What follows belongs to an exercise in optimizing a design on an open flow for small area, a short achievable clock period and few clock cycles per item; a production flow would make more cautious choices. No functional check of the RTL was part of any run shown here. No activity file was given, so power comes from the tool's default toggle rates.

## flow/design.v

```verilog
`default_nettype none
package lc4_pkg;
   localparam logic [15:0] RESET_PC = 16'h8200;
   localparam logic [3:0] OP_ARITH = 4'b0001;
   localparam logic [3:0] OP_LOGIC = 4'b0101;
   localparam logic [3:0] OP_CONST = 4'b1001;
   function automatic logic insn_writes_rd(input logic [15:0] insn);
      case (insn[15:12])
         OP_ARITH: insn_writes_rd = insn[5] || (insn[4:3] != 2'b11);
         OP_LOGIC: insn_writes_rd = 1'b1;
         OP_CONST: insn_writes_rd = 1'b1;
         default:  insn_writes_rd = 1'b0;
      endcase
   endfunction
endpackage
`default_nettype wire
`timescale 1ns/1ps
`default_nettype none
module lc4_mul_csa (
   input  logic [15:0] a,
   input  logic [7:0]  one,    
   input  logic [7:0]  two,    
   input  logic [7:0]  neg,    
   output logic [15:0] s,
   output logic [15:0] c,
   output logic [15:0] t
);
   logic one0, two0, neg0;
   logic pp0_0;
   logic pp0_1;
   logic pp0_2;
   logic pp0_3;
   logic pp0_4;
   logic pp0_5;
   logic pp0_6;
   logic pp0_7;
   logic pp0_8;
   logic pp0_9;
   logic pp0_10;
   logic pp0_11;
   logic pp0_12;
   logic pp0_13;
   logic pp0_14;
   logic pp0_15;
   logic one1, two1, neg1;
   logic pp1_0;
   logic pp1_1;
   logic pp1_2;
   logic pp1_3;
   logic pp1_4;
   logic pp1_5;
   logic pp1_6;
   logic pp1_7;
   logic pp1_8;
   logic pp1_9;
   logic pp1_10;
   logic pp1_11;
   logic pp1_12;
   logic pp1_13;
   logic one2, two2, neg2;
   logic pp2_0;
   logic pp2_1;
   logic pp2_2;
   logic pp2_3;
   logic pp2_4;
   logic pp2_5;
   logic pp2_6;
   logic pp2_7;
   logic pp2_8;
   logic pp2_9;
   logic pp2_10;
   logic pp2_11;
   logic one3, two3, neg3;
   logic pp3_0;
   logic pp3_1;
   logic pp3_2;
   logic pp3_3;
   logic pp3_4;
   logic pp3_5;
   logic pp3_6;
   logic pp3_7;
   logic pp3_8;
   logic pp3_9;
   logic one4, two4, neg4;
   logic pp4_0;
   logic pp4_1;
   logic pp4_2;
   logic pp4_3;
   logic pp4_4;
   logic pp4_5;
   logic pp4_6;
   logic pp4_7;
   logic one5, two5, neg5;
   logic pp5_0;
   logic pp5_1;
   logic pp5_2;
   logic pp5_3;
   logic pp5_4;
   logic pp5_5;
   logic one6, two6, neg6;
   logic pp6_0;
   logic pp6_1;
   logic pp6_2;
   logic pp6_3;
   logic one7, two7, neg7;
   logic pp7_0;
   logic pp7_1;
   logic hs0, hc0;
   logic hs1, hc1;
   logic fs2, fc2;
   logic hs3, hc3;
   logic fs4, fc4;
   logic hs5, hc5;
   logic fs6, fc6;
   logic fs7, fc7;
   logic hs8, hc8;
   logic fs9, fc9;
   logic fs10, fc10;
   logic hs11, hc11;
   logic hs12, hc12;
   logic hs13, hc13;
   logic fs14, fc14;
   logic hs15, hc15;
   logic fs16, fc16;
   logic hs17, hc17;
   logic fs18, fc18;
   logic fs19, fc19;
   logic fs20, fc20;
   logic fs21, fc21;
   logic fs22, fc22;
   logic fs23, fc23;
   logic fs24, fc24;
   logic fs25, fc25;
   logic fs26, fc26;
   logic fs27, fc27;
   logic fs28, fc28;
   logic fs29, fc29;
   logic hs30, hc30;
   logic hs31, hc31;
   logic fs32, fc32;
   logic fs33, fc33;
   logic fs34, fc34;
   logic fs35, fc35;
   logic fs36, fc36;
   logic fs37, fc37;
   logic fs38, fc38;
   logic fs39, fc39;
   logic fs40, fc40;
   logic fs41, fc41;
   assign one0 = one[0];
   assign two0 = two[0];
   assign neg0 = neg[0];
   assign pp0_0 = (one0 & a[0]) ^ neg0;
   assign pp0_1 = ((one0 & a[1]) | (two0 & a[0])) ^ neg0;
   assign pp0_2 = ((one0 & a[2]) | (two0 & a[1])) ^ neg0;
   assign pp0_3 = ((one0 & a[3]) | (two0 & a[2])) ^ neg0;
   assign pp0_4 = ((one0 & a[4]) | (two0 & a[3])) ^ neg0;
   assign pp0_5 = ((one0 & a[5]) | (two0 & a[4])) ^ neg0;
   assign pp0_6 = ((one0 & a[6]) | (two0 & a[5])) ^ neg0;
   assign pp0_7 = ((one0 & a[7]) | (two0 & a[6])) ^ neg0;
   assign pp0_8 = ((one0 & a[8]) | (two0 & a[7])) ^ neg0;
   assign pp0_9 = ((one0 & a[9]) | (two0 & a[8])) ^ neg0;
   assign pp0_10 = ((one0 & a[10]) | (two0 & a[9])) ^ neg0;
   assign pp0_11 = ((one0 & a[11]) | (two0 & a[10])) ^ neg0;
   assign pp0_12 = ((one0 & a[12]) | (two0 & a[11])) ^ neg0;
   assign pp0_13 = ((one0 & a[13]) | (two0 & a[12])) ^ neg0;
   assign pp0_14 = ((one0 & a[14]) | (two0 & a[13])) ^ neg0;
   assign pp0_15 = ((one0 & a[15]) | (two0 & a[14])) ^ neg0;
   assign one1 = one[1];
   assign two1 = two[1];
   assign neg1 = neg[1];
   assign pp1_0 = (one1 & a[0]) ^ neg1;
   assign pp1_1 = ((one1 & a[1]) | (two1 & a[0])) ^ neg1;
   assign pp1_2 = ((one1 & a[2]) | (two1 & a[1])) ^ neg1;
   assign pp1_3 = ((one1 & a[3]) | (two1 & a[2])) ^ neg1;
   assign pp1_4 = ((one1 & a[4]) | (two1 & a[3])) ^ neg1;
   assign pp1_5 = ((one1 & a[5]) | (two1 & a[4])) ^ neg1;
   assign pp1_6 = ((one1 & a[6]) | (two1 & a[5])) ^ neg1;
   assign pp1_7 = ((one1 & a[7]) | (two1 & a[6])) ^ neg1;
   assign pp1_8 = ((one1 & a[8]) | (two1 & a[7])) ^ neg1;
   assign pp1_9 = ((one1 & a[9]) | (two1 & a[8])) ^ neg1;
   assign pp1_10 = ((one1 & a[10]) | (two1 & a[9])) ^ neg1;
   assign pp1_11 = ((one1 & a[11]) | (two1 & a[10])) ^ neg1;
   assign pp1_12 = ((one1 & a[12]) | (two1 & a[11])) ^ neg1;
   assign pp1_13 = ((one1 & a[13]) | (two1 & a[12])) ^ neg1;
   assign one2 = one[2];
   assign two2 = two[2];
   assign neg2 = neg[2];
   assign pp2_0 = (one2 & a[0]) ^ neg2;
   assign pp2_1 = ((one2 & a[1]) | (two2 & a[0])) ^ neg2;
   assign pp2_2 = ((one2 & a[2]) | (two2 & a[1])) ^ neg2;
   assign pp2_3 = ((one2 & a[3]) | (two2 & a[2])) ^ neg2;
   assign pp2_4 = ((one2 & a[4]) | (two2 & a[3])) ^ neg2;
   assign pp2_5 = ((one2 & a[5]) | (two2 & a[4])) ^ neg2;
   assign pp2_6 = ((one2 & a[6]) | (two2 & a[5])) ^ neg2;
   assign pp2_7 = ((one2 & a[7]) | (two2 & a[6])) ^ neg2;
   assign pp2_8 = ((one2 & a[8]) | (two2 & a[7])) ^ neg2;
   assign pp2_9 = ((one2 & a[9]) | (two2 & a[8])) ^ neg2;
   assign pp2_10 = ((one2 & a[10]) | (two2 & a[9])) ^ neg2;
   assign pp2_11 = ((one2 & a[11]) | (two2 & a[10])) ^ neg2;
   assign one3 = one[3];
   assign two3 = two[3];
   assign neg3 = neg[3];
   assign pp3_0 = (one3 & a[0]) ^ neg3;
   assign pp3_1 = ((one3 & a[1]) | (two3 & a[0])) ^ neg3;
   assign pp3_2 = ((one3 & a[2]) | (two3 & a[1])) ^ neg3;
   assign pp3_3 = ((one3 & a[3]) | (two3 & a[2])) ^ neg3;
   assign pp3_4 = ((one3 & a[4]) | (two3 & a[3])) ^ neg3;
   assign pp3_5 = ((one3 & a[5]) | (two3 & a[4])) ^ neg3;
   assign pp3_6 = ((one3 & a[6]) | (two3 & a[5])) ^ neg3;
   assign pp3_7 = ((one3 & a[7]) | (two3 & a[6])) ^ neg3;
   assign pp3_8 = ((one3 & a[8]) | (two3 & a[7])) ^ neg3;
   assign pp3_9 = ((one3 & a[9]) | (two3 & a[8])) ^ neg3;
   assign one4 = one[4];
   assign two4 = two[4];
   assign neg4 = neg[4];
   assign pp4_0 = (one4 & a[0]) ^ neg4;
   assign pp4_1 = ((one4 & a[1]) | (two4 & a[0])) ^ neg4;
   assign pp4_2 = ((one4 & a[2]) | (two4 & a[1])) ^ neg4;
   assign pp4_3 = ((one4 & a[3]) | (two4 & a[2])) ^ neg4;
   assign pp4_4 = ((one4 & a[4]) | (two4 & a[3])) ^ neg4;
   assign pp4_5 = ((one4 & a[5]) | (two4 & a[4])) ^ neg4;
   assign pp4_6 = ((one4 & a[6]) | (two4 & a[5])) ^ neg4;
   assign pp4_7 = ((one4 & a[7]) | (two4 & a[6])) ^ neg4;
   assign one5 = one[5];
   assign two5 = two[5];
   assign neg5 = neg[5];
   assign pp5_0 = (one5 & a[0]) ^ neg5;
   assign pp5_1 = ((one5 & a[1]) | (two5 & a[0])) ^ neg5;
   assign pp5_2 = ((one5 & a[2]) | (two5 & a[1])) ^ neg5;
   assign pp5_3 = ((one5 & a[3]) | (two5 & a[2])) ^ neg5;
   assign pp5_4 = ((one5 & a[4]) | (two5 & a[3])) ^ neg5;
   assign pp5_5 = ((one5 & a[5]) | (two5 & a[4])) ^ neg5;
   assign one6 = one[6];
   assign two6 = two[6];
   assign neg6 = neg[6];
   assign pp6_0 = (one6 & a[0]) ^ neg6;
   assign pp6_1 = ((one6 & a[1]) | (two6 & a[0])) ^ neg6;
   assign pp6_2 = ((one6 & a[2]) | (two6 & a[1])) ^ neg6;
   assign pp6_3 = ((one6 & a[3]) | (two6 & a[2])) ^ neg6;
   assign one7 = one[7];
   assign two7 = two[7];
   assign neg7 = neg[7];
   assign pp7_0 = (one7 & a[0]) ^ neg7;
   assign pp7_1 = ((one7 & a[1]) | (two7 & a[0])) ^ neg7;
   assign hs0 = pp0_10 ^ pp1_8;
   assign hc0 = pp0_10 & pp1_8;
   assign hs1 = pp0_11 ^ pp1_9;
   assign hc1 = pp0_11 & pp1_9;
   assign fs2 = pp0_12 ^ pp1_10 ^ pp2_8;
   assign fc2 = (pp0_12 & pp1_10) | (pp0_12 & pp2_8) | (pp1_10 & pp2_8);
   assign hs3 = pp3_6 ^ pp4_4;
   assign hc3 = pp3_6 & pp4_4;
   assign fs4 = pp0_13 ^ pp1_11 ^ pp2_9;
   assign fc4 = (pp0_13 & pp1_11) | (pp0_13 & pp2_9) | (pp1_11 & pp2_9);
   assign hs5 = pp3_7 ^ pp4_5;
   assign hc5 = pp3_7 & pp4_5;
   assign fs6 = pp0_14 ^ pp1_12 ^ pp2_10;
   assign fc6 = (pp0_14 & pp1_12) | (pp0_14 & pp2_10) | (pp1_12 & pp2_10);
   assign fs7 = pp3_8 ^ pp4_6 ^ pp5_4;
   assign fc7 = (pp3_8 & pp4_6) | (pp3_8 & pp5_4) | (pp4_6 & pp5_4);
   assign hs8 = pp6_2 ^ pp7_0;
   assign hc8 = pp6_2 & pp7_0;
   assign fs9 = pp0_15 ^ pp1_13 ^ pp2_11;
   assign fc9 = (pp0_15 & pp1_13) | (pp0_15 & pp2_11) | (pp1_13 & pp2_11);
   assign fs10 = pp3_9 ^ pp4_7 ^ pp5_5;
   assign fc10 = (pp3_9 & pp4_7) | (pp3_9 & pp5_5) | (pp4_7 & pp5_5);
   assign hs11 = pp6_3 ^ pp7_1;
   assign hc11 = pp6_3 & pp7_1;
   assign hs12 = pp0_6 ^ pp1_4;
   assign hc12 = pp0_6 & pp1_4;
   assign hs13 = pp0_7 ^ pp1_5;
   assign hc13 = pp0_7 & pp1_5;
   assign fs14 = pp0_8 ^ pp1_6 ^ pp2_4;
   assign fc14 = (pp0_8 & pp1_6) | (pp0_8 & pp2_4) | (pp1_6 & pp2_4);
   assign hs15 = pp3_2 ^ pp4_0;
   assign hc15 = pp3_2 & pp4_0;
   assign fs16 = pp0_9 ^ pp1_7 ^ pp2_5;
   assign fc16 = (pp0_9 & pp1_7) | (pp0_9 & pp2_5) | (pp1_7 & pp2_5);
   assign hs17 = pp3_3 ^ pp4_1;
   assign hc17 = pp3_3 & pp4_1;
   assign fs18 = hs0 ^ pp2_6 ^ pp3_4;
   assign fc18 = (hs0 & pp2_6) | (hs0 & pp3_4) | (pp2_6 & pp3_4);
   assign fs19 = pp4_2 ^ pp5_0 ^ neg5;
   assign fc19 = (pp4_2 & pp5_0) | (pp4_2 & neg5) | (pp5_0 & neg5);
   assign fs20 = hc0 ^ hs1 ^ pp2_7;
   assign fc20 = (hc0 & hs1) | (hc0 & pp2_7) | (hs1 & pp2_7);
   assign fs21 = pp3_5 ^ pp4_3 ^ pp5_1;
   assign fc21 = (pp3_5 & pp4_3) | (pp3_5 & pp5_1) | (pp4_3 & pp5_1);
   assign fs22 = hc1 ^ fs2 ^ hs3;
   assign fc22 = (hc1 & fs2) | (hc1 & hs3) | (fs2 & hs3);
   assign fs23 = pp5_2 ^ pp6_0 ^ neg6;
   assign fc23 = (pp5_2 & pp6_0) | (pp5_2 & neg6) | (pp6_0 & neg6);
   assign fs24 = fc2 ^ hc3 ^ fs4;
   assign fc24 = (fc2 & hc3) | (fc2 & fs4) | (hc3 & fs4);
   assign fs25 = hs5 ^ pp5_3 ^ pp6_1;
   assign fc25 = (hs5 & pp5_3) | (hs5 & pp6_1) | (pp5_3 & pp6_1);
   assign fs26 = fc4 ^ hc5 ^ fs6;
   assign fc26 = (fc4 & hc5) | (fc4 & fs6) | (hc5 & fs6);
   assign fs27 = fs7 ^ hs8 ^ neg7;
   assign fc27 = (fs7 & hs8) | (fs7 & neg7) | (hs8 & neg7);
   assign fs28 = fc6 ^ fc7 ^ hc8;
   assign fc28 = (fc6 & fc7) | (fc6 & hc8) | (fc7 & hc8);
   assign fs29 = fs9 ^ fs10 ^ hs11;
   assign fc29 = (fs9 & fs10) | (fs9 & hs11) | (fs10 & hs11);
   assign hs30 = pp0_4 ^ pp1_2;
   assign hc30 = pp0_4 & pp1_2;
   assign hs31 = pp0_5 ^ pp1_3;
   assign hc31 = pp0_5 & pp1_3;
   assign fs32 = hs12 ^ pp2_2 ^ pp3_0;
   assign fc32 = (hs12 & pp2_2) | (hs12 & pp3_0) | (pp2_2 & pp3_0);
   assign fs33 = hc12 ^ hs13 ^ pp2_3;
   assign fc33 = (hc12 & hs13) | (hc12 & pp2_3) | (hs13 & pp2_3);
   assign fs34 = hc13 ^ fs14 ^ hs15;
   assign fc34 = (hc13 & fs14) | (hc13 & hs15) | (fs14 & hs15);
   assign fs35 = fc14 ^ hc15 ^ fs16;
   assign fc35 = (fc14 & hc15) | (fc14 & fs16) | (hc15 & fs16);
   assign fs36 = fc16 ^ hc17 ^ fs18;
   assign fc36 = (fc16 & hc17) | (fc16 & fs18) | (hc17 & fs18);
   assign fs37 = fc18 ^ fc19 ^ fs20;
   assign fc37 = (fc18 & fc19) | (fc18 & fs20) | (fc19 & fs20);
   assign fs38 = fc20 ^ fc21 ^ fs22;
   assign fc38 = (fc20 & fc21) | (fc20 & fs22) | (fc21 & fs22);
   assign fs39 = fc22 ^ fc23 ^ fs24;
   assign fc39 = (fc22 & fc23) | (fc22 & fs24) | (fc23 & fs24);
   assign fs40 = fc24 ^ fc25 ^ fs26;
   assign fc40 = (fc24 & fc25) | (fc24 & fs26) | (fc25 & fs26);
   assign fs41 = fc26 ^ fc27 ^ fs28;
   assign fc41 = (fc26 & fc27) | (fc26 & fs28) | (fc27 & fs28);
   assign s[0] = pp0_0;
   assign c[0] = neg0;
   assign t[0] = 1'b0;
   assign s[1] = pp0_1;
   assign c[1] = 1'b0;
   assign t[1] = 1'b0;
   assign s[2] = pp0_2;
   assign c[2] = pp1_0;
   assign t[2] = neg1;
   assign s[3] = pp0_3;
   assign c[3] = pp1_1;
   assign t[3] = 1'b0;
   assign s[4] = hs30;
   assign c[4] = pp2_0;
   assign t[4] = neg2;
   assign s[5] = hc30;
   assign c[5] = hs31;
   assign t[5] = pp2_1;
   assign s[6] = hc31;
   assign c[6] = fs32;
   assign t[6] = neg3;
   assign s[7] = fc32;
   assign c[7] = fs33;
   assign t[7] = pp3_1;
   assign s[8] = fc33;
   assign c[8] = fs34;
   assign t[8] = neg4;
   assign s[9] = fc34;
   assign c[9] = fs35;
   assign t[9] = hs17;
   assign s[10] = fc35;
   assign c[10] = fs36;
   assign t[10] = fs19;
   assign s[11] = fc36;
   assign c[11] = fs37;
   assign t[11] = fs21;
   assign s[12] = fc37;
   assign c[12] = fs38;
   assign t[12] = fs23;
   assign s[13] = fc38;
   assign c[13] = fs39;
   assign t[13] = fs25;
   assign s[14] = fc39;
   assign c[14] = fs40;
   assign t[14] = fs27;
   assign s[15] = fc40;
   assign c[15] = fs41;
   assign t[15] = fs29;
endmodule
module lc4_booth (
   input  logic [15:0] b,
   output logic [7:0]  one,
   output logic [7:0]  two,
   output logic [7:0]  neg
);
   logic [16:0] bx;
   assign bx = {b, 1'b0};
   always_comb
      for (int j = 0; j < 8; j++) begin
         one[j] = bx[2*j+1] ^ bx[2*j];
         two[j] = (bx[2*j+2] & ~bx[2*j+1] & ~bx[2*j]) | (~bx[2*j+2] & bx[2*j+1] & bx[2*j]);
         neg[j] = bx[2*j+2];
      end
endmodule
`default_nettype wire
`timescale 1ns/1ps
`default_nettype none
module lc4_ooo_core (
   input  logic        gwe,
   input  logic        rst_n,
   output logic [15:0] imem_addr,
   input  logic [15:0] imem_out,
   output logic        commit_valid,
   output logic [15:0] commit_pc,
   output logic [15:0] commit_insn,
   output logic [15:0] commit_value,
   output logic        commit_we,
   output logic [2:0]  commit_reg,
   output logic [2:0]  commit_nzp
);
   logic [15:0] pc_f;
   logic        d_valid;
   logic [15:0] d_insn;
   logic        x_valid, x_we, x_mulph;
   logic [15:0] x_insn, x_a, x_b;
   logic [7:0]  x_one, x_two, x_neg;    
   logic        c_valid, c_we, c_zero;
   logic [15:0] c_pc, c_insn, c_value;
   logic [15:0] rf [8];
   logic [7:0]  rf_ok;
   logic        x_sub, x_and, x_or, x_xor, x_mul;
   logic        stall, x_wr;
   logic [15:0] sum, res, mul_s, mul_c, mul_t, m3_s, m3_c, mul_sum;
   assign stall = x_valid && x_mul && !x_mulph;    
   assign sum   = x_a + x_b + {15'd0, x_sub};
   lc4_mul_csa i_mul (.a(x_a), .one(x_one), .two(x_two), .neg(x_neg), .s(mul_s), .c(mul_c),
                      .t(mul_t));
   assign m3_s    = x_a ^ x_b ^ c_value;
   assign m3_c    = (x_a & x_b) | (x_a & c_value) | (x_b & c_value);
   assign mul_sum = m3_s + {m3_c[14:0], 1'b0};
   always_comb begin
      if (x_mulph)
         res = mul_sum;
      else if (x_and)
         res = x_a & x_b;
      else if (x_or)
         res = x_a | x_b;
      else if (x_xor)
         res = x_a ^ x_b;
      else
         res = sum;
   end
   assign x_wr = x_valid && x_we && !stall;
   logic [3:0]  d_op;
   logic [2:0]  d_rs, d_rt, d_fn;
   logic [15:0] rf_a, rf_b, d_imm, a_next, b_val, b_next;
   logic        d_sub;
   logic [7:0]  b_one, b_two, b_neg;
   logic        d_arith, d_logic, d_const, d_imm_sel, d_not, byp_a, byp_b, use_a, d_mul;
   assign d_op      = d_insn[15:12];
   assign d_fn      = d_insn[5:3];
   assign d_rs      = d_insn[8:6];
   assign d_rt      = d_insn[2:0];
   assign d_arith   = (d_op == lc4_pkg::OP_ARITH);
   assign d_logic   = (d_op == lc4_pkg::OP_LOGIC);
   assign d_const   = (d_op == lc4_pkg::OP_CONST);
   assign d_not     = d_logic && (d_fn == 3'b001);
   assign d_mul     = d_arith && (d_fn == 3'b001);
   assign d_imm_sel = d_const || d_not || (d_fn[2] && (d_arith || d_logic));
   assign d_imm     = d_const ? {{7{d_insn[8]}}, d_insn[8:0]} :
                      d_not   ? 16'hffff : {{11{d_insn[4]}}, d_insn[4:0]};
   assign use_a     = !d_const;
   always_comb begin
      rf_a = 16'h0000;
      rf_b = 16'h0000;
      for (int i = 0; i < 8; i++) begin
         rf_a = rf_a | (rf[i] & {16{use_a && rf_ok[i] && d_rs == i[2:0]}});
         rf_b = rf_b | (rf[i] & {16{rf_ok[i] && d_rt == i[2:0]}});
      end
   end
   assign byp_a     = use_a && x_wr && (x_insn[11:9] == d_rs);
   assign byp_b     = x_wr && (x_insn[11:9] == d_rt);
   assign a_next    = byp_a ? res : rf_a;
   assign d_sub     = d_arith && (d_fn == 3'b010);
   assign b_val     = byp_b ? res : rf_b;
   assign b_next    = d_imm_sel ? d_imm : (b_val ^ {16{d_sub}});
   lc4_booth i_booth (.b(b_val), .one(b_one), .two(b_two), .neg(b_neg));
   assign imem_addr = pc_f;
   always_ff @(posedge gwe or negedge rst_n) begin
      if (!rst_n) begin
         pc_f    <= lc4_pkg::RESET_PC;
         c_pc    <= lc4_pkg::RESET_PC;
         d_valid <= 1'b0;
         x_valid <= 1'b0;
         x_mulph <= 1'b0;
         c_valid <= 1'b0;
         rf_ok   <= '0;
      end else begin
         if (!(d_valid && d_mul && !stall))
            pc_f <= pc_f + 16'd1;
         if (c_valid)
            c_pc <= c_pc + 16'd1;
         d_valid <= 1'b1;
         if (!stall)
            x_valid <= d_valid;
         x_mulph <= stall;
         c_valid <= x_valid && !stall;
         if (x_wr)
            rf_ok[x_insn[11:9]] <= 1'b1;
      end
   end
   always_ff @(posedge gwe) begin
      d_insn <= imem_out;
      x_one  <= b_one;
      x_two  <= b_two;
      x_neg  <= b_neg;
      if (stall) begin
         x_a <= mul_s;
         x_b <= mul_c;
      end else begin
         x_insn <= d_insn;
         x_we   <= lc4_pkg::insn_writes_rd(d_insn);
         x_sub  <= d_sub;
         x_mul  <= d_mul;
         x_and  <= d_logic && (d_fn == 3'b000 || d_fn[2]);
         x_or   <= d_logic && (d_fn == 3'b010);
         x_xor  <= d_logic && (d_fn == 3'b011 || d_fn == 3'b001);
         x_a    <= a_next;
         x_b    <= b_next;
      end
      c_insn  <= x_insn;
      c_we    <= x_we;
      c_value <= stall ? mul_t : res;
      c_zero  <= (res == 16'h0000);
      if (x_wr)
         rf[x_insn[11:9]] <= res;
   end
   assign commit_valid = c_valid;
   assign commit_pc    = c_pc;
   assign commit_insn  = c_insn;
   assign commit_value = c_value;
   assign commit_we    = c_we;
   assign commit_reg   = c_insn[11:9];
   assign commit_nzp   = {c_value[15], c_zero, !c_value[15] && !c_zero};
endmodule
`default_nettype wire
```

## flow/standard.sh

```bash
#!/bin/bash
# synth_recipe.tcl (not shown) runs the flow's synth.tcl, then flattens the netlist and writes it again
# the make line also repeats each setting of config.mk as NAME=value (left out here)
make -C /OpenROAD-flow-scripts/flow DESIGN_CONFIG=/design/flow/config.mk WORK_HOME=/design/flow/orfs CLKGATE_MAP_FILE= SYNTH_SCRIPT=/design/flow/synth_recipe.tcl "${@:-finish}"
```

## flow/constraint.sdc

```tcl
create_clock -name core_clock -period 9.0 [get_ports {gwe}]
set_input_delay 1.8000 -clock core_clock [delete_from_list [all_inputs] [get_ports {gwe}]]
set_output_delay 1.8000 -clock core_clock [all_outputs]
set_load 0.01 [all_outputs]
```

## flow/flow/run.sh

```bash
#!/bin/bash
# Standard layout (the standard.sh), with plain buffers on the ports and a
# tighter setup repair target. Each tool's output goes to a log in this folder.
set -euo pipefail
bash standard.sh BUFFER_PORTS_ARGS="-buffer_cell sky130_fd_sc_hd__buf_1" SETUP_SLACK_MARGIN=6 finish > flow_make.log 2>&1
```

## flow/config.mk

```make
export PLATFORM = sky130hd
export DESIGN_NAME = lc4_ooo_core
export DESIGN_NICKNAME = lc4_ooo_core
export VERILOG_FILES = /design/flow/design.v
export SDC_FILE = /design/flow/constraint.sdc
export NUM_CORES = 4
export LEC_CHECK = 0
export CAP_MARGIN = 20
export CORE_MARGIN = 2
export CORE_UTILIZATION = 40
export CTS_CLUSTER_DIAMETER = 120
export CTS_CLUSTER_SIZE = 22
export SLEW_MARGIN = 20
```

==> results of run 1 <==
-- repair_timing --
item,in CTS,in global routing
endpoints found under the hold margin,0,0
gates resized for setup,131,85
pin swaps,43,41
buffers inserted,55,35
setup endpoints to repair,196,125
cloned,1,1
-- worst max-delay path: cells and delay by family, from the launching register on --
kind	cells	cell delay, ns
mux	1	0.21
flops	1	0.36
simple gates	1	0.05
xor+xnor	1	0.14
buf+inv	3	0.42
compound gates	6	1.38
fa+ha+maj	2	0.78
-- report_power, final --
group / internal [uW] / switching, uW
combinational: 872 / 1090
sequential: 1640 / 213
clock: 363 / 438
-- cell usage after synthesis (all sizes together), types with 16 or more instances --
master,number,area share (%)
nor2,104,2.4
a21oi,55,1.7
inv,90,2.0
a22o,16,0.85
a22oi,163,7.4
mux2i,17,1.0
buf,22,0.71
dfrtp,40,6.1
and3,16,0.64
xnor2,109,5.8
fa,41,5.0
nand2,100,2.3
nor3,22,0.67
dfxtp,106,13
xor2,44,2.3
clkbuf,76,1.7
o21ai,46,1.4
nand4,26,0.98
a221oi,20,1.1
nand3,38,1.2
edfxtp,150,27
ha,62,4.7
-- kinds of logic after synthesis --
kind of cell / after synthesis
fa+ha+maj: 103
other cells: 1
mux: 27
simple gates: 371
buf+inv: 190
xor+xnor: 153
compound gates: 407
flops: 300
-- through the flow --
stage          instance area, um2  util [%]  hold WS (ns)  instances
3_3_place_gp                17500      42.9         0.327       2104
4_1_cts                     18900      46.3         0.349       2191
5_1_grt                     19500      47.9         0.355       2227
2_1_floorplan               16600         -         0.323       1552
3_5_place_dp                17500      42.9         0.328       2105
6_report                    19500      47.9         0.347       2227
-- layout make-up --
type	count	area, um2	area share, %
timing repair buffer	211	1470	7.52
multi-input combinational	1062	8770	44.9
clock inverter	2	17.5	0.0896
tap	532	666	3.41
clock buffer	28	467	2.39
inverter	92	367	1.88
sequential	300	7790	39.9
-- registers in the layout, summed over array words and instances, names as in the netlist, 8 cells and up --
| register | cells |
|---|---|
| rf_ok | 8 |
| x_insn | 16 |
| x_two | 8 |
| pc_f | 16 |
| x_one | 8 |
| c_value | 16 |
| c_pc | 16 |
| c_insn | 16 |
| x_neg | 8 |
| x_b | 16 |
| d_insn | 16 |
| x_a | 16 |
| rf | 128 |
-- final timing paths --
| check | from | end | slack [ns] | depth (start not counted) |
|---|---|---|---|---|
| max | x_a[6] | x_b[12] | 5.54 | 14 |
| min | x_insn[4] | c_insn[4] | 0.35 | 0 |
| max reg2reg | x_a[6] | x_b[12] | 5.54 | 14 |
| min reg2reg | x_insn[4] | c_insn[4] | 0.35 | 0 |
| max in group asynchronous | rst_n | c_pc[9] | 7.16 | 2 |
| min in group asynchronous | rst_n | rf_ok[1] | 1.24 | 1 |
-- placed cells by master (no fill, tap or decap), types with 13 or more instances in the layout --
master / count
a21oi_1: 40
buf_4: 82
nor3_1: 15
dfxtp_2: 16
a221oi_1: 18
edfxtp_1: 150
a22o_1: 16
nand2_1: 95
o211ai_1: 14
ha_1: 53
clkbuf_16: 17
o21ai_0: 31
buf_1: 83
inv_1: 81
dfrtp_1: 37
a21o_1: 13
nor2_1: 97
nand3_1: 34
xor2_1: 44
buf_6: 35
a22oi_1: 160
dfxtp_1: 80
xnor2_1: 107
nand4_1: 26
fa_1: 38
-- metal layers --
| metal | up-vias | GRT usage, % |
|---|---|---|
| met4 | 0 | 6.48 |
| met1 | 6576 | 31.1 |
| met2 | 493 | 37.0 |
| met5 | - | 0 |
| li1 | 5932 | - |
| met3 | 74 | 2.21 |
==> reports/results.txt, run 1 <==
Avg Vias per Cell: 5.87
Clock Tree Root: clkbuf_16
worst slack, placed: 4.81 ns
area grow syn2layout: 18.4%
ant diodes: 0
Worst setup EP type: register
met2 wire length: 24,200 um
post-synthesis mux area share: 1.71%
first-pass GRT wire length: 75,300 um
Post-DRT Antenna Nets: 0
Final nets: 1,805
placed wire-length estimate: 33,100 um
Num CTS Buffers: 17
total track usage: 22.3%
Pre-antenna DRT Iters: 6
Pwr Total: 4620 uW
xor-xnor portion of the synthesized cell area: 8.11%
fin crit period: 3.46 ns
vias in the first global route: 12,700
Worst Path Required: 9.40 ns
Routed WL per cell: 22.5 um
TritonCTS clock tree: done
DRC viols: 0
worst skew pair latency: 0.52 ns
number of flops mapped to enable cells by yosys: 150
worst slew pin tran: 1.15 ns
crit-path cells: fa_1, ha_4, a21o_4, a2111o_1, buf_4, a221o_1, a21oi_2, xnor2_1, a22oi_2, buf_6, buf_6, a21oi_4, mux2i_1, nor2_1
# fillers: 3,649
routed vias: 13,100
Post-Synthesis Cells: 1,552
DR top layer: met4
Synth Net Count: 1,673
flops & latches, synth: 300
largest family of logic cells by synthesized area: compound AO/OA/AOI/OAI gates
routability cong.: 0.877
Pwr per Cell Area: 236 mW/mm2
CP Data Arrival Time: 3.87 ns
Final Hold Fails: 0
crit-path max FO: 4
Hold Buf Count CTS: 0
Setup TNS Final: 0 ns
Cell Area, Synth: 0.0165 mm2
Routed WL: 50,100 um
main flop type after synthesis: edfxtp_1
H-tree levels: 1
CP peak stage delay: 0.57 ns
most numerous cell on the critical path: buf_6
status: no timing/DRC/antenna violations
largest net degree at the start of global routing: 81
Starting Density: 40.4%
Final WS setup: 5.54 ns
Setup violations, final: 0
Final Cycle Share: 38.5%
IO Port Bufs: 89
Cell Rows: 74
fmax: 0.289 GHz
Hold/Removal Path Class: register to register
Synthesis Warnings: 2
Mapped Avg Cell Area: 10.6 um2
core area: 0.0408 mm2
startpoint types: register
Slowest cell on crit path: fa_1
simple-gate area share of the yosys netlist: 11.1%
total die area: 0.0429 mm2
Max Cap Viol: 0
Final Skew: 0.0279 ns
die extent in x: 207 um
CP Class: register to register
Async SR Flop Fraction: 14.7%
layout cells sized above 1: 19.4%
I/O pin count: 90
Sink Count: 300
met1 wire length: 21,800 um
routed wl met3: 3010 um
count of different cell masters after synthesis: 87
Die Y: 207 um
Max Root-Sink Buffers: 3
1st-iter DRT viols: 1,365
grt total ovfl: 0
Lkg Pwr: 0.00733 uW
Adder-Cell Fraction of Synth Area: 9.67%
worst vdd ir: 0.117 mV
RSZ-0062 raised after global routing: yes
post-synthesis sequential area ratio: 46.8%
Clk pin slew, worst setup/hold paths: 0.10 ns
initial antenna violation count: 0
Final Max Slew Viols: 0
Slew headroom: 22.3%
Compound-Gate Fraction of Synth Area: 18.1%
==> run 2: changes to the inputs <==
--- a/flow/design.v
+++ b/flow/design.v
@@ -22,8 +22,7 @@
    input  logic [7:0]  two,    
    input  logic [7:0]  neg,    
    output logic [15:0] s,
-   output logic [15:0] c,
-   output logic [15:0] t
+   output logic [15:0] c
 );
    logic one0, two0, neg0;
    logic pp0_0;
@@ -114,15 +113,15 @@
    logic fs6, fc6;
    logic fs7, fc7;
    logic hs8, hc8;
-   logic fs9, fc9;
-   logic fs10, fc10;
-   logic hs11, hc11;
+   logic hs9, hc9;
+   logic hs10, hc10;
+   logic fs11, fc11;
    logic hs12, hc12;
-   logic hs13, hc13;
-   logic fs14, fc14;
-   logic hs15, hc15;
+   logic fs13, fc13;
+   logic hs14, hc14;
+   logic fs15, fc15;
    logic fs16, fc16;
-   logic hs17, hc17;
+   logic fs17, fc17;
    logic fs18, fc18;
    logic fs19, fc19;
    logic fs20, fc20;
@@ -130,23 +129,31 @@
    logic fs22, fc22;
    logic fs23, fc23;
    logic fs24, fc24;
-   logic fs25, fc25;
-   logic fs26, fc26;
+   logic hs25, hc25;
+   logic hs26, hc26;
    logic fs27, fc27;
    logic fs28, fc28;
    logic fs29, fc29;
-   logic hs30, hc30;
-   logic hs31, hc31;
+   logic fs30, fc30;
+   logic fs31, fc31;
    logic fs32, fc32;
    logic fs33, fc33;
    logic fs34, fc34;
    logic fs35, fc35;
-   logic fs36, fc36;
-   logic fs37, fc37;
+   logic hs36, hc36;
+   logic hs37, hc37;
    logic fs38, fc38;
    logic fs39, fc39;
    logic fs40, fc40;
    logic fs41, fc41;
+   logic fs42, fc42;
+   logic fs43, fc43;
+   logic fs44, fc44;
+   logic fs45, fc45;
+   logic fs46, fc46;
+   logic fs47, fc47;
+   logic fs48, fc48;
+   logic top;
    assign one0 = one[0];
    assign two0 = two[0];
    assign neg0 = neg[0];
@@ -261,120 +268,119 @@
    assign fc7 = (pp3_8 & pp4_6) | (pp3_8 & pp5_4) | (pp4_6 & pp5_4);
    assign hs8 = pp6_2 ^ pp7_0;
    assign hc8 = pp6_2 & pp7_0;
-   assign fs9 = pp0_15 ^ pp1_13 ^ pp2_11;
-   assign fc9 = (pp0_15 & pp1_13) | (pp0_15 & pp2_11) | (pp1_13 & pp2_11);
-   assign fs10 = pp3_9 ^ pp4_7 ^ pp5_5;
-   assign fc10 = (pp3_9 & pp4_7) | (pp3_9 & pp5_5) | (pp4_7 & pp5_5);
-   assign hs11 = pp6_3 ^ pp7_1;
-   assign hc11 = pp6_3 & pp7_1;
-   assign hs12 = pp0_6 ^ pp1_4;
-   assign hc12 = pp0_6 & pp1_4;
-   assign hs13 = pp0_7 ^ pp1_5;
-   assign hc13 = pp0_7 & pp1_5;
-   assign fs14 = pp0_8 ^ pp1_6 ^ pp2_4;
-   assign fc14 = (pp0_8 & pp1_6) | (pp0_8 & pp2_4) | (pp1_6 & pp2_4);
-   assign hs15 = pp3_2 ^ pp4_0;
-   assign hc15 = pp3_2 & pp4_0;
-   assign fs16 = pp0_9 ^ pp1_7 ^ pp2_5;
-   assign fc16 = (pp0_9 & pp1_7) | (pp0_9 & pp2_5) | (pp1_7 & pp2_5);
-   assign hs17 = pp3_3 ^ pp4_1;
-   assign hc17 = pp3_3 & pp4_1;
-   assign fs18 = hs0 ^ pp2_6 ^ pp3_4;
-   assign fc18 = (hs0 & pp2_6) | (hs0 & pp3_4) | (pp2_6 & pp3_4);
-   assign fs19 = pp4_2 ^ pp5_0 ^ neg5;
-   assign fc19 = (pp4_2 & pp5_0) | (pp4_2 & neg5) | (pp5_0 & neg5);
-   assign fs20 = hc0 ^ hs1 ^ pp2_7;
-   assign fc20 = (hc0 & hs1) | (hc0 & pp2_7) | (hs1 & pp2_7);
-   assign fs21 = pp3_5 ^ pp4_3 ^ pp5_1;
-   assign fc21 = (pp3_5 & pp4_3) | (pp3_5 & pp5_1) | (pp4_3 & pp5_1);
-   assign fs22 = hc1 ^ fs2 ^ hs3;
-   assign fc22 = (hc1 & fs2) | (hc1 & hs3) | (fs2 & hs3);
-   assign fs23 = pp5_2 ^ pp6_0 ^ neg6;
-   assign fc23 = (pp5_2 & pp6_0) | (pp5_2 & neg6) | (pp6_0 & neg6);
-   assign fs24 = fc2 ^ hc3 ^ fs4;
-   assign fc24 = (fc2 & hc3) | (fc2 & fs4) | (hc3 & fs4);
-   assign fs25 = hs5 ^ pp5_3 ^ pp6_1;
-   assign fc25 = (hs5 & pp5_3) | (hs5 & pp6_1) | (pp5_3 & pp6_1);
-   assign fs26 = fc4 ^ hc5 ^ fs6;
-   assign fc26 = (fc4 & hc5) | (fc4 & fs6) | (hc5 & fs6);
-   assign fs27 = fs7 ^ hs8 ^ neg7;
-   assign fc27 = (fs7 & hs8) | (fs7 & neg7) | (hs8 & neg7);
-   assign fs28 = fc6 ^ fc7 ^ hc8;
-   assign fc28 = (fc6 & fc7) | (fc6 & hc8) | (fc7 & hc8);
-   assign fs29 = fs9 ^ fs10 ^ hs11;
-   assign fc29 = (fs9 & fs10) | (fs9 & hs11) | (fs10 & hs11);
-   assign hs30 = pp0_4 ^ pp1_2;
-   assign hc30 = pp0_4 & pp1_2;
-   assign hs31 = pp0_5 ^ pp1_3;
-   assign hc31 = pp0_5 & pp1_3;
-   assign fs32 = hs12 ^ pp2_2 ^ pp3_0;
-   assign fc32 = (hs12 & pp2_2) | (hs12 & pp3_0) | (pp2_2 & pp3_0);
-   assign fs33 = hc12 ^ hs13 ^ pp2_3;
-   assign fc33 = (hc12 & hs13) | (hc12 & pp2_3) | (hs13 & pp2_3);
-   assign fs34 = hc13 ^ fs14 ^ hs15;
-   assign fc34 = (hc13 & fs14) | (hc13 & hs15) | (fs14 & hs15);
-   assign fs35 = fc14 ^ hc15 ^ fs16;
-   assign fc35 = (fc14 & hc15) | (fc14 & fs16) | (hc15 & fs16);
-   assign fs36 = fc16 ^ hc17 ^ fs18;
-   assign fc36 = (fc16 & hc17) | (fc16 & fs18) | (hc17 & fs18);
-   assign fs37 = fc18 ^ fc19 ^ fs20;
-   assign fc37 = (fc18 & fc19) | (fc18 & fs20) | (fc19 & fs20);
-   assign fs38 = fc20 ^ fc21 ^ fs22;
-   assign fc38 = (fc20 & fc21) | (fc20 & fs22) | (fc21 & fs22);
-   assign fs39 = fc22 ^ fc23 ^ fs24;
-   assign fc39 = (fc22 & fc23) | (fc22 & fs24) | (fc23 & fs24);
-   assign fs40 = fc24 ^ fc25 ^ fs26;
-   assign fc40 = (fc24 & fc25) | (fc24 & fs26) | (fc25 & fs26);
-   assign fs41 = fc26 ^ fc27 ^ fs28;
-   assign fc41 = (fc26 & fc27) | (fc26 & fs28) | (fc27 & fs28);
+   assign hs9 = pp0_6 ^ pp1_4;
+   assign hc9 = pp0_6 & pp1_4;
+   assign hs10 = pp0_7 ^ pp1_5;
+   assign hc10 = pp0_7 & pp1_5;
+   assign fs11 = pp0_8 ^ pp1_6 ^ pp2_4;
+   assign fc11 = (pp0_8 & pp1_6) | (pp0_8 & pp2_4) | (pp1_6 & pp2_4);
+   assign hs12 = pp3_2 ^ pp4_0;
+   assign hc12 = pp3_2 & pp4_0;
+   assign fs13 = pp0_9 ^ pp1_7 ^ pp2_5;
+   assign fc13 = (pp0_9 & pp1_7) | (pp0_9 & pp2_5) | (pp1_7 & pp2_5);
+   assign hs14 = pp3_3 ^ pp4_1;
+   assign hc14 = pp3_3 & pp4_1;
+   assign fs15 = hs0 ^ pp2_6 ^ pp3_4;
+   assign fc15 = (hs0 & pp2_6) | (hs0 & pp3_4) | (pp2_6 & pp3_4);
+   assign fs16 = pp4_2 ^ pp5_0 ^ neg5;
+   assign fc16 = (pp4_2 & pp5_0) | (pp4_2 & neg5) | (pp5_0 & neg5);
+   assign fs17 = hc0 ^ hs1 ^ pp2_7;
+   assign fc17 = (hc0 & hs1) | (hc0 & pp2_7) | (hs1 & pp2_7);
+   assign fs18 = pp3_5 ^ pp4_3 ^ pp5_1;
+   assign fc18 = (pp3_5 & pp4_3) | (pp3_5 & pp5_1) | (pp4_3 & pp5_1);
+   assign fs19 = hc1 ^ fs2 ^ hs3;
+   assign fc19 = (hc1 & fs2) | (hc1 & hs3) | (fs2 & hs3);
+   assign fs20 = pp5_2 ^ pp6_0 ^ neg6;
+   assign fc20 = (pp5_2 & pp6_0) | (pp5_2 & neg6) | (pp6_0 & neg6);
+   assign fs21 = fc2 ^ hc3 ^ fs4;
+   assign fc21 = (fc2 & hc3) | (fc2 & fs4) | (hc3 & fs4);
+   assign fs22 = hs5 ^ pp5_3 ^ pp6_1;
+   assign fc22 = (hs5 & pp5_3) | (hs5 & pp6_1) | (pp5_3 & pp6_1);
+   assign fs23 = fc4 ^ hc5 ^ fs6;
+   assign fc23 = (fc4 & hc5) | (fc4 & fs6) | (hc5 & fs6);
+   assign fs24 = fs7 ^ hs8 ^ neg7;
+   assign fc24 = (fs7 & hs8) | (fs7 & neg7) | (hs8 & neg7);
+   assign hs25 = pp0_4 ^ pp1_2;
+   assign hc25 = pp0_4 & pp1_2;
+   assign hs26 = pp0_5 ^ pp1_3;
+   assign hc26 = pp0_5 & pp1_3;
+   assign fs27 = hs9 ^ pp2_2 ^ pp3_0;
+   assign fc27 = (hs9 & pp2_2) | (hs9 & pp3_0) | (pp2_2 & pp3_0);
+   assign fs28 = hc9 ^ hs10 ^ pp2_3;
+   assign fc28 = (hc9 & hs10) | (hc9 & pp2_3) | (hs10 & pp2_3);
+   assign fs29 = hc10 ^ fs11 ^ hs12;
+   assign fc29 = (hc10 & fs11) | (hc10 & hs12) | (fs11 & hs12);
+   assign fs30 = fc11 ^ hc12 ^ fs13;
+   assign fc30 = (fc11 & hc12) | (fc11 & fs13) | (hc12 & fs13);
+   assign fs31 = fc13 ^ hc14 ^ fs15;
+   assign fc31 = (fc13 & hc14) | (fc13 & fs15) | (hc14 & fs15);
+   assign fs32 = fc15 ^ fc16 ^ fs17;
+   assign fc32 = (fc15 & fc16) | (fc15 & fs17) | (fc16 & fs17);
+   assign fs33 = fc17 ^ fc18 ^ fs19;
+   assign fc33 = (fc17 & fc18) | (fc17 & fs19) | (fc18 & fs19);
+   assign fs34 = fc19 ^ fc20 ^ fs21;
+   assign fc34 = (fc19 & fc20) | (fc19 & fs21) | (fc20 & fs21);
+   assign fs35 = fc21 ^ fc22 ^ fs23;
+   assign fc35 = (fc21 & fc22) | (fc21 & fs23) | (fc22 & fs23);
+   assign hs36 = pp0_2 ^ pp1_0;
+   assign hc36 = pp0_2 & pp1_0;
+   assign hs37 = pp0_3 ^ pp1_1;
+   assign hc37 = pp0_3 & pp1_1;
+   assign fs38 = hs25 ^ pp2_0 ^ neg2;
+   assign fc38 = (hs25 & pp2_0) | (hs25 & neg2) | (pp2_0 & neg2);
+   assign fs39 = hc25 ^ hs26 ^ pp2_1;
+   assign fc39 = (hc25 & hs26) | (hc25 & pp2_1) | (hs26 & pp2_1);
+   assign fs40 = hc26 ^ fs27 ^ neg3;
+   assign fc40 = (hc26 & fs27) | (hc26 & neg3) | (fs27 & neg3);
+   assign fs41 = fc27 ^ fs28 ^ pp3_1;
+   assign fc41 = (fc27 & fs28) | (fc27 & pp3_1) | (fs28 & pp3_1);
+   assign fs42 = fc28 ^ fs29 ^ neg4;
+   assign fc42 = (fc28 & fs29) | (fc28 & neg4) | (fs29 & neg4);
+   assign fs43 = fc29 ^ fs30 ^ hs14;
+   assign fc43 = (fc29 & fs30) | (fc29 & hs14) | (fs30 & hs14);
+   assign fs44 = fc30 ^ fs31 ^ fs16;
+   assign fc44 = (fc30 & fs31) | (fc30 & fs16) | (fs31 & fs16);
+   assign fs45 = fc31 ^ fs32 ^ fs18;
+   assign fc45 = (fc31 & fs32) | (fc31 & fs18) | (fs32 & fs18);
+   assign fs46 = fc32 ^ fs33 ^ fs20;
+   assign fc46 = (fc32 & fs33) | (fc32 & fs20) | (fs33 & fs20);
+   assign fs47 = fc33 ^ fs34 ^ fs22;
+   assign fc47 = (fc33 & fs34) | (fc33 & fs22) | (fs34 & fs22);
+   assign fs48 = fc34 ^ fs35 ^ fs24;
+   assign fc48 = (fc34 & fs35) | (fc34 & fs24) | (fs35 & fs24);
+   assign top = pp0_15 ^ pp1_13 ^ pp2_11 ^ pp3_9 ^ pp4_7 ^ pp5_5 ^ pp6_3 ^ pp7_1 ^ fc6 ^ fc7 ^ hc8 ^ fc23 ^ fc24 ^ fc35;
    assign s[0] = pp0_0;
    assign c[0] = neg0;
-   assign t[0] = 1'b0;
    assign s[1] = pp0_1;
    assign c[1] = 1'b0;
-   assign t[1] = 1'b0;
-   assign s[2] = pp0_2;
-   assign c[2] = pp1_0;
-   assign t[2] = neg1;
-   assign s[3] = pp0_3;
-   assign c[3] = pp1_1;
-   assign t[3] = 1'b0;
-   assign s[4] = hs30;
-   assign c[4] = pp2_0;
-   assign t[4] = neg2;
-   assign s[5] = hc30;
-   assign c[5] = hs31;
-   assign t[5] = pp2_1;
-   assign s[6] = hc31;
-   assign c[6] = fs32;
-   assign t[6] = neg3;
-   assign s[7] = fc32;
-   assign c[7] = fs33;
-   assign t[7] = pp3_1;
-   assign s[8] = fc33;
-   assign c[8] = fs34;
-   assign t[8] = neg4;
-   assign s[9] = fc34;
-   assign c[9] = fs35;
-   assign t[9] = hs17;
-   assign s[10] = fc35;
-   assign c[10] = fs36;
-   assign t[10] = fs19;
-   assign s[11] = fc36;
-   assign c[11] = fs37;
-   assign t[11] = fs21;
-   assign s[12] = fc37;
-   assign c[12] = fs38;
-   assign t[12] = fs23;
-   assign s[13] = fc38;
-   assign c[13] = fs39;
-   assign t[13] = fs25;
-   assign s[14] = fc39;
-   assign c[14] = fs40;
-   assign t[14] = fs27;
-   assign s[15] = fc40;
-   assign c[15] = fs41;
-   assign t[15] = fs29;
+   assign s[2] = hs36;
+   assign c[2] = neg1;
+   assign s[3] = hc36;
+   assign c[3] = hs37;
+   assign s[4] = hc37;
+   assign c[4] = fs38;
+   assign s[5] = fc38;
+   assign c[5] = fs39;
+   assign s[6] = fc39;
+   assign c[6] = fs40;
+   assign s[7] = fc40;
+   assign c[7] = fs41;
+   assign s[8] = fc41;
+   assign c[8] = fs42;
+   assign s[9] = fc42;
+   assign c[9] = fs43;
+   assign s[10] = fc43;
+   assign c[10] = fs44;
+   assign s[11] = fc44;
+   assign c[11] = fs45;
+   assign s[12] = fc45;
+   assign c[12] = fs46;
+   assign s[13] = fc46;
+   assign c[13] = fs47;
+   assign s[14] = fc47;
+   assign c[14] = fs48;
+   assign s[15] = fc48;
+   assign c[15] = top;
 endmodule
 module lc4_booth (
    input  logic [15:0] b,
@@ -419,18 +425,12 @@
    logic [7:0]  rf_ok;
    logic        x_sub, x_and, x_or, x_xor, x_mul;
    logic        stall, x_wr;
-   logic [15:0] sum, res, mul_s, mul_c, mul_t, m3_s, m3_c, mul_sum;
+   logic [15:0] sum, res, mul_s, mul_c;
    assign stall = x_valid && x_mul && !x_mulph;    
    assign sum   = x_a + x_b + {15'd0, x_sub};
-   lc4_mul_csa i_mul (.a(x_a), .one(x_one), .two(x_two), .neg(x_neg), .s(mul_s), .c(mul_c),
-                      .t(mul_t));
-   assign m3_s    = x_a ^ x_b ^ c_value;
-   assign m3_c    = (x_a & x_b) | (x_a & c_value) | (x_b & c_value);
-   assign mul_sum = m3_s + {m3_c[14:0], 1'b0};
+   lc4_mul_csa i_mul (.a(x_a), .one(x_one), .two(x_two), .neg(x_neg), .s(mul_s), .c(mul_c));
    always_comb begin
-      if (x_mulph)
-         res = mul_sum;
-      else if (x_and)
+      if (x_and)
          res = x_a & x_b;
       else if (x_or)
          res = x_a | x_b;
@@ -519,7 +519,7 @@
       end
       c_insn  <= x_insn;
       c_we    <= x_we;
-      c_value <= stall ? mul_t : res;
+      c_value <= res;
       c_zero  <= (res == 16'h0000);
       if (x_wr)
          rf[x_insn[11:9]] <= res;
==> flow/flow/run.sh (replaced) <==
#!/bin/bash
# Standard layout (the standard.sh), with plain buffers on the ports and a
# tighter setup repair target. Each tool's output goes to a log in this folder.
set -euo pipefail
bash standard.sh BUFFER_PORTS_ARGS="-buffer_cell sky130_fd_sc_hd__buf_1" SETUP_SLACK_MARGIN=5.7 finish > flow_make.log 2>&1
==> run 2 against run 1 <==
  * Still clean on timing, DRC and antenna
  * Design area shrank 11%
  * Final cell count decreased by 9.1%
  * Count of clock-buffer cells in the layout is the same
  * Flip-flop and latch count did not move
  * Sequential power about the same
  * Clock skew shrank 0.0069 ns
  * Die area decreased by 5.4%
  * Setup slack worse by 0.18 ns
  * Critical endpoint is now x_b[14]
  * Largest power group is now registers
==> reports/results.txt, run 2 <==
status: no timing/DRC/antenna violations
Yosys top cell area share: 28.9%
Final Cycle Share: 40.4%
largest net degree at the start of global routing: 47
vias in the first global route: 11,500
Post-DRT Antenna Nets: 0
final hold slack: 0.343 ns
Lkg Pwr: 0.00646 uW
Num CTS Buffers: 17
post-synthesis sequential area ratio: 49.5%
flops & latches, synth: 300
# fillers: 3,686
Setup TNS Final: 0 ns
Setup violations, final: 0
reg2reg setup slack: 5.36 ns
count of different cell masters after synthesis: 82
Async SR Flop Fraction: 14.7%
IO Port Bufs: 89
reg2reg start: x_one[1]
Sink Count: 300
commonest non-fill, non-tap cell in the layout: a22oi_1
number of flops mapped to enable cells by yosys: 150
Final nets: 1,599
crit-path max FO: 11
most numerous cell on the critical path: fa_1
startpoint types: register
Mapped Avg Cell Area: 11.0 um2
R2R cell count: 11
count leader, synth: a22oi_1
CP peak stage delay: 0.53 ns
worst skew pair latency: 0.52 ns
r2r endpoint: x_b[14]
first-pass GRT wire length: 70,000 um
top cells by area, synth: edfxtp_1 29%, dfxtp_1 14%, a22oi_1 7.9%
hold depth: 0
worst vdd ir: 0.195 mV
DRC viols: 0
Pre-antenna DRT Iters: 5
core area: 0.0386 mm2
Clk pin slew, worst setup/hold paths: 0.11 ns
total track usage: 22.4%
Post-synth top cells: 164 x a22oi_1, 150 x edfxtp_1, 106 x dfxtp_1
area grow syn2layout: 11.7%
routed vias: 11,800
Routed WL: 46,400 um
Final Max Slew Viols: 0
total die area: 0.0406 mm2
Cell Rows: 72
Hold/Removal Path Class: register to register
main flop type after synthesis: edfxtp_1
Synth Net Count: 1,528
I/O pin count: 90
TritonCTS clock tree: done
initial antenna violation count: 0
CP Class: register to register
Clock Tree Root: clkbuf_16
Final Hold Fails: 0
Cell Area, Synth: 0.0156 mm2
fin crit period: 3.64 ns
Slowest cell on crit path: fa_2
fmax: 0.275 GHz
grt total ovfl: 0
Max Root-Sink Buffers: 3
Avg Vias per Cell: 5.82
Worst Hold Path EP: c_insn[5]
RSZ-0062 raised after global routing: yes
Final Skew: 0.0210 ns
post-synth top area cell: edfxtp_1
Die Y: 202 um
Synthesis Warnings: 2
Starting Density: 40.5%
Slew headroom: 25.3%
H-tree levels: 1
Worst Path Required: 9.47 ns
Worst setup EP type: register
Routed WL per cell: 22.9 um
Pwr per Cell Area: 239 mW/mm2
crit-path cells: a22oi_2, xor2_1, fa_1, fa_1, fa_2, inv_1, fa_1, nor2_2, or4_1, a31o_2, nand3_1
Max Cap Viol: 0
Hold Buf Count CTS: 0
layout cells sized above 1: 11.7%
worst slew pin tran: 1.12 ns
most frequent cells in the layout: 157 x a22oi_1, 150 x edfxtp_1, 95 x xnor2_1
routability cong.: 0.908
max FFs per register: 128
Post-Synthesis Cells: 1,425
die extent in x: 202 um
Hold Startpoint: x_insn[5]
1st-iter DRT viols: 1,255
ant diodes: 0
placed wire-length estimate: 31,800 um
CP Data Arrival Time: 4.11 ns
-- run 2: changes by cell type after synthesis, sizes merged, moves of 8 or more --
cell    previous run  this run
and2               1         9
clkbuf            76        65
ha                62        50
nand2            100        79
nor2             104        75
o211ai            14         2
o21ai             46        27
xnor2            109        97
-- run 2: kinds of logic after synthesis --
logic type / Yosys count / share of synthesized area (%)
adders and majority gates: 85 / 8.49
AOI/OAI and AO/OA: 348 / 16.1
and+or+nand+nor: 337 / 11.2
xor gates and xnor gates: 138 / 7.74
other: 1 / 0.0240
buffers and inverters: 187 / 4.90
DFF: 300 / 49.5
muxes: 29 / 1.95
-- run 2: cell type report --
| type | count | area [um2] | area share, % |
|---|---|---|---|
| well taps | 518 | 648 | 3.72 |
| inverters | 94 | 353 | 2.02 |
| clock buffers | 28 | 467 | 2.68 |
| clock inverters | 2 | 17.5 | 0.100 |
| flip-flops and latches | 300 | 7800 | 44.7 |
| multi-input cells | 938 | 7410 | 42.5 |
| repair buffers | 145 | 757 | 4.34 |
-- run 2: repair_timing --
item	CTS	global route
gates resized for setup	48	17
endpoints found under the setup margin	22	31
pin swaps	6	12
buffers inserted	11	15
-- run 2: power breakdown --
| part | switching, uW | leakage [uW] | internal (uW) |
|---|---|---|---|
| combinational | 906 | 0.00338 | 616 |
| clock | 452 | 0.000232 | 363 |
| sequential | 183 | 0.00286 | 1650 |
-- run 2: through the flow --
stage	total power (uW)	instances	utilization (%)	worst slack (ns)	instance area, um2
2_1_floorplan	2780	1425	-	5.38	15700
3_5_place_dp	3290	1969	43.0	4.95	16600
3_3_place_gp	3280	1969	43.0	5.06	16600
5_1_grt	4420	2025	45.2	5.25	17400
4_1_cts	4140	2010	44.8	5.39	17300
6_report	4170	2025	45.2	5.36	17400
-- run 2: critical path: cells and delay by family, from the launching register on --
kind / cells / cell delay, ns
adders and majority gates: 4 / 1.92
and+or+nand+nor: 3 / 0.59
DFF: 1 / 0.40
AOI/OAI and AO/OA: 2 / 0.40
xor gates and xnor gates: 1 / 0.24
buffers and inverters: 1 / 0.05
-- run 2: worst max-delay path by stage --
| stage | slack (ns) | start | depth (start not counted) | endpoint |
|---|---|---|---|---|
| after floorplan | 5.38 | x_one[0] | 13 | x_b[14] |
| after global placement | 5.06 | x_neg[0] | 11 | x_b[14] |
| after detailed placement | 4.95 | x_neg[0] | 11 | x_b[14] |
| after CTS | 5.39 | x_one[2] | 11 | x_b[14] |
| after global routing | 5.25 | x_two[1] | 11 | x_b[14] |
| final | 5.36 | x_one[1] | 11 | x_b[14] |
-- run 2: metal layers --
layer  part of all wire [%]  vias up  GRT usage [%]
li1                       -     5334              -
met1                     43     5865           31.1
met2                     48      491           36.5
met3                    6.4       87           2.77
met4                    3.0        0           7.27
met5                      0        -              0
==> run 3: changes to the inputs <==
==> flow/flow/run.sh (replaced) <==
#!/bin/bash
# Standard layout (the standard.sh), with plain buffers on the ports and a
# tighter setup repair target. Each tool's output goes to a log in this folder.
set -euo pipefail
bash standard.sh BUFFER_PORTS_ARGS="-buffer_cell sky130_fd_sc_hd__buf_1" SETUP_SLACK_MARGIN=5.95 finish > flow_make.log 2>&1
==> run 3 against run 2 <==
  * Synthesized cell count unchanged
  * Sequential power is essentially flat
  * Routed wire length increased by 2.9%
  * Final cell count grew 0.40%
  * Register-to-register slack better by 0.02 ns
  * Clock skew decreased by 0.0036 ns
  * Critical endpoint unchanged
  * Largest power group unchanged
  * Highest routed layer unchanged
==> reports/results.txt, run 3 <==
Final nets: 1,607
total track usage: 23.1%
Most Crowded Layer GR: met2
largest net degree at the start of global routing: 55
Max Root-Sink Buffers: 3
core area: 0.0386 mm2
H-tree levels: 1
met2 Use GR: 38.0%
post-synth top area cell: edfxtp_1
RSZ-0062 raised after global routing: yes
first-pass GRT wire length: 72,000 um
# fillers: 3,608
vias in the first global route: 11,800
post-synthesis mux area share: 1.95%
crit-path max FO: 7
Setup violations, final: 0
CP peak stage delay: 0.49 ns
grt total ovfl: 0
Post-DP Area: 0.0166 mm2
die extent in x: 202 um
Cell Area, Synth: 0.0156 mm2
layout cells sized above 1: 15.0%
Pwr Total: 4280 uW
largest family of logic cells by synthesized area: compound AO/OA/AOI/OAI gates
Final Skew: 0.0174 ns
Final Hold Fails: 0
initial antenna violation count: 0
most frequent cells in the layout: 151 x a22oi_1, 150 x edfxtp_1, 95 x xnor2_1
post-synthesis sequential area ratio: 49.5%
count leader, synth: a22oi_1
Lkg Pwr: 0.00654 uW
area grow syn2layout: 13.7%
Mapped Avg Cell Area: 11.0 um2
Hold Buf Count CTS: 0
I/O pin count: 90
main flop type after synthesis: edfxtp_1
top cells by area, synth: edfxtp_1 29%, dfxtp_1 14%, a22oi_1 7.9%
Clk pin slew, worst setup/hold paths: 0.11 ns
status: no timing/DRC/antenna violations
most numerous cell on the critical path: fa_1
worst vdd ir: 0.188 mV
Starting Density: 40.5%
GR Util met1: 31.0%
fmax: 0.276 GHz
TritonCTS clock tree: done
CP Class: register to register
Async SR Flop Fraction: 14.7%
Routed WL: 47,700 um
Post-Synthesis Cells: 1,425
clock group share of total power: 19.1%
worst slew pin tran: 1.10 ns
Adder-Cell Fraction of Synth Area: 8.49%
CP bufs+invs: 1
DRC viols: 0
Sink Count: 300
Worst Path Required: 9.48 ns
Post-synth top cells: 164 x a22oi_1, 150 x edfxtp_1, 106 x dfxtp_1
Final WS setup: 5.38 ns
Post-DRT Antenna Nets: 0
ant diodes: 0
final instance area: 0.0178 mm2
max FFs per register: 128
simple-gate area share of the yosys netlist: 11.2%
routed vias: 12,000
Worst setup EP type: register
placed wire-length estimate: 32,000 um
Slowest cell on crit path: fa_1
CP top delay family: adder cells
crit-path cells: a22oi_2, xor2_1, fa_1, fa_1, fa_1, inv_1, fa_1, nor2_2, or4_1, a31o_2, nand3_1
Routed WL per cell: 23.5 um
met3 usage: 3.68%
Pwr per Cell Area: 241 mW/mm2
total die area: 0.0406 mm2
Max Cap Viol: 0
Avg Vias per Cell: 5.91
logic gate share of total power: 37.9%
routability cong.: 0.959
IO Port Bufs: 89
Slew headroom: 26.5%
Num CTS Buffers: 17
fin crit period: 3.62 ns
worst skew pair latency: 0.53 ns
Hold/Removal Path Class: register to register
Final Max Slew Viols: 0
number of flops mapped to enable cells by yosys: 150
Compound-Gate Fraction of Synth Area: 16.1%
Die Y: 202 um
worst slack, placed: 5.02 ns
Yosys top cell area share: 28.9%
cell internal pwr: 2680 uW
Clock Tree Root: clkbuf_16
Setup TNS Final: 0 ns
xor-xnor portion of the synthesized cell area: 7.74%
1st-iter DRT viols: 1,373
Synthesis Warnings: 2
count of different cell masters after synthesis: 82
Synth Net Count: 1,528
Seq pwr share: 43.1%
multi-input logic area: 0.00756 mm2
startpoint types: register
register area: 0.00781 mm2
commonest non-fill, non-tap cell in the layout: a22oi_1
flops & latches, synth: 300
CP Data Arrival Time: 4.10 ns
Pre-antenna DRT Iters: 5
switch share: 37.4%
Cell Rows: 72
NetSw: 1600 uW
Final Cycle Share: 40.2%
[run 3: cell counts after synthesis]
Identical to the previous run, type by type.
[run 3: what timing repair did]
| item | in CTS | in global routing |
|---|---|---|
| endpoints found under the setup margin | 91 | 47 |
| resized for setup | 85 | 34 |
| buffers inserted | 23 | 9 |
| pin swaps | 21 | 8 |
| gates cloned | 1 | 0 |
[run 3: path summary, 6_finish.rpt]
path,slack (ns),depth (start not counted),end,startpoint
setup reg to reg,5.38,11,x_b[14],x_a[11]
hold reg to reg,0.35,0,c_insn[4],x_insn[4]
min in group asynchronous,1.34,2,rf_ok[4],rst_n
hold / removal,0.35,0,c_insn[4],x_insn[4]
setup / recovery,5.38,11,x_b[14],x_a[11]
max in group asynchronous,7.23,2,c_valid,rst_n
[run 3: layout make-up]
type                       count  share of cell area (%)
tap                          518                    3.65
inverter                      94                    2.00
sequential                   300                    44.0
clock inverter                 2                  0.0987
clock buffer                  28                    2.63
timing repair buffer         153                    5.06
multi-input combinational    938                    42.6
[run 3: routing by layer]
metal  up-vias  wire [um]  part of all wire [%]
li1       5356          -                     -
met1      5979      19900                    42
met2       547      22400                    47
met3       142       3470                   7.3
met4         0       1990                   4.2
met5         -          0                     0
[run 3: worst reg2reg max path, delay by kind of cell (launching register included)]
| family | cells | cell delay [ns] |
|---|---|---|
| xor+xnor | 1 | 0.22 |
| flops | 1 | 0.40 |
| compound gates | 2 | 0.42 |
| simple gates | 3 | 0.59 |
| buf+inv | 1 | 0.05 |
| fa+ha+maj | 4 | 1.90 |
[run 3: cell families after synthesis]
kind of cell             Yosys count
AND/OR/NAND/NOR                  337
XOR/XNOR                         138
flip-flops                       300
AO/OA/AOI/OAI                    348
other                              1
buffers and inverters            187
adder cells (fa/ha/maj)           85
multiplexers                      29
[run 3: power groups by stage]
stage | Sequential [uW] | Combinational [uW] | Clock, uW
after floorplan | 1790 | 1000 | 0
after global placement | 1860 | 1430 | 0
after detailed placement | 1870 | 1430 | 0
after CTS | 1840 | 1550 | 837
after global routing | 1870 | 1780 | 880
final | 1850 | 1620 | 817
[run 3: metrics by stage]
step | util [%] | cells | hold slack [ns]
after floorplan | - | 1425 | 0.323
after global placement | 43.0 | 1970 | 0.326
after detailed placement | 43.0 | 1970 | 0.331
after CTS | 45.5 | 2024 | 0.350
after global routing | 46.0 | 2033 | 0.357
final | 46.0 | 2033 | 0.347

[re-timing with driven ports]
In the flow no input, the clock included, has a driving cell. The finished layouts below were timed again as built, in two steps.
Step 1 sets driving cells, clkbuf_16 on the clock port and buf_2 on the other inputs (assumed; they add their load-dependent delay and slew).
Step 2, shift: input delay + t, output delay - t, t = (earliest + latest rising clock arrival at the registers) / 2. This alone moves slack from input paths to output paths.
a / b / c = ideal / step 1 / step 2; a / b = the first two.
run | shift t [ns] | slack for setup (ns) | worst setup path at the end | latest minus earliest clock arrival (ns)
run 1 | 0.563 | 5.537 / 5.537 / 5.537 | register to register | 0.028 / 0.028
run 2 | 0.564 | 5.360 / 5.360 / 5.360 | register to register | 0.022 / 0.022
run 3 | 0.579 | 5.382 / 5.382 / 5.382 | register to register | 0.017 / 0.017
After both steps every run listed still meets setup and hold.
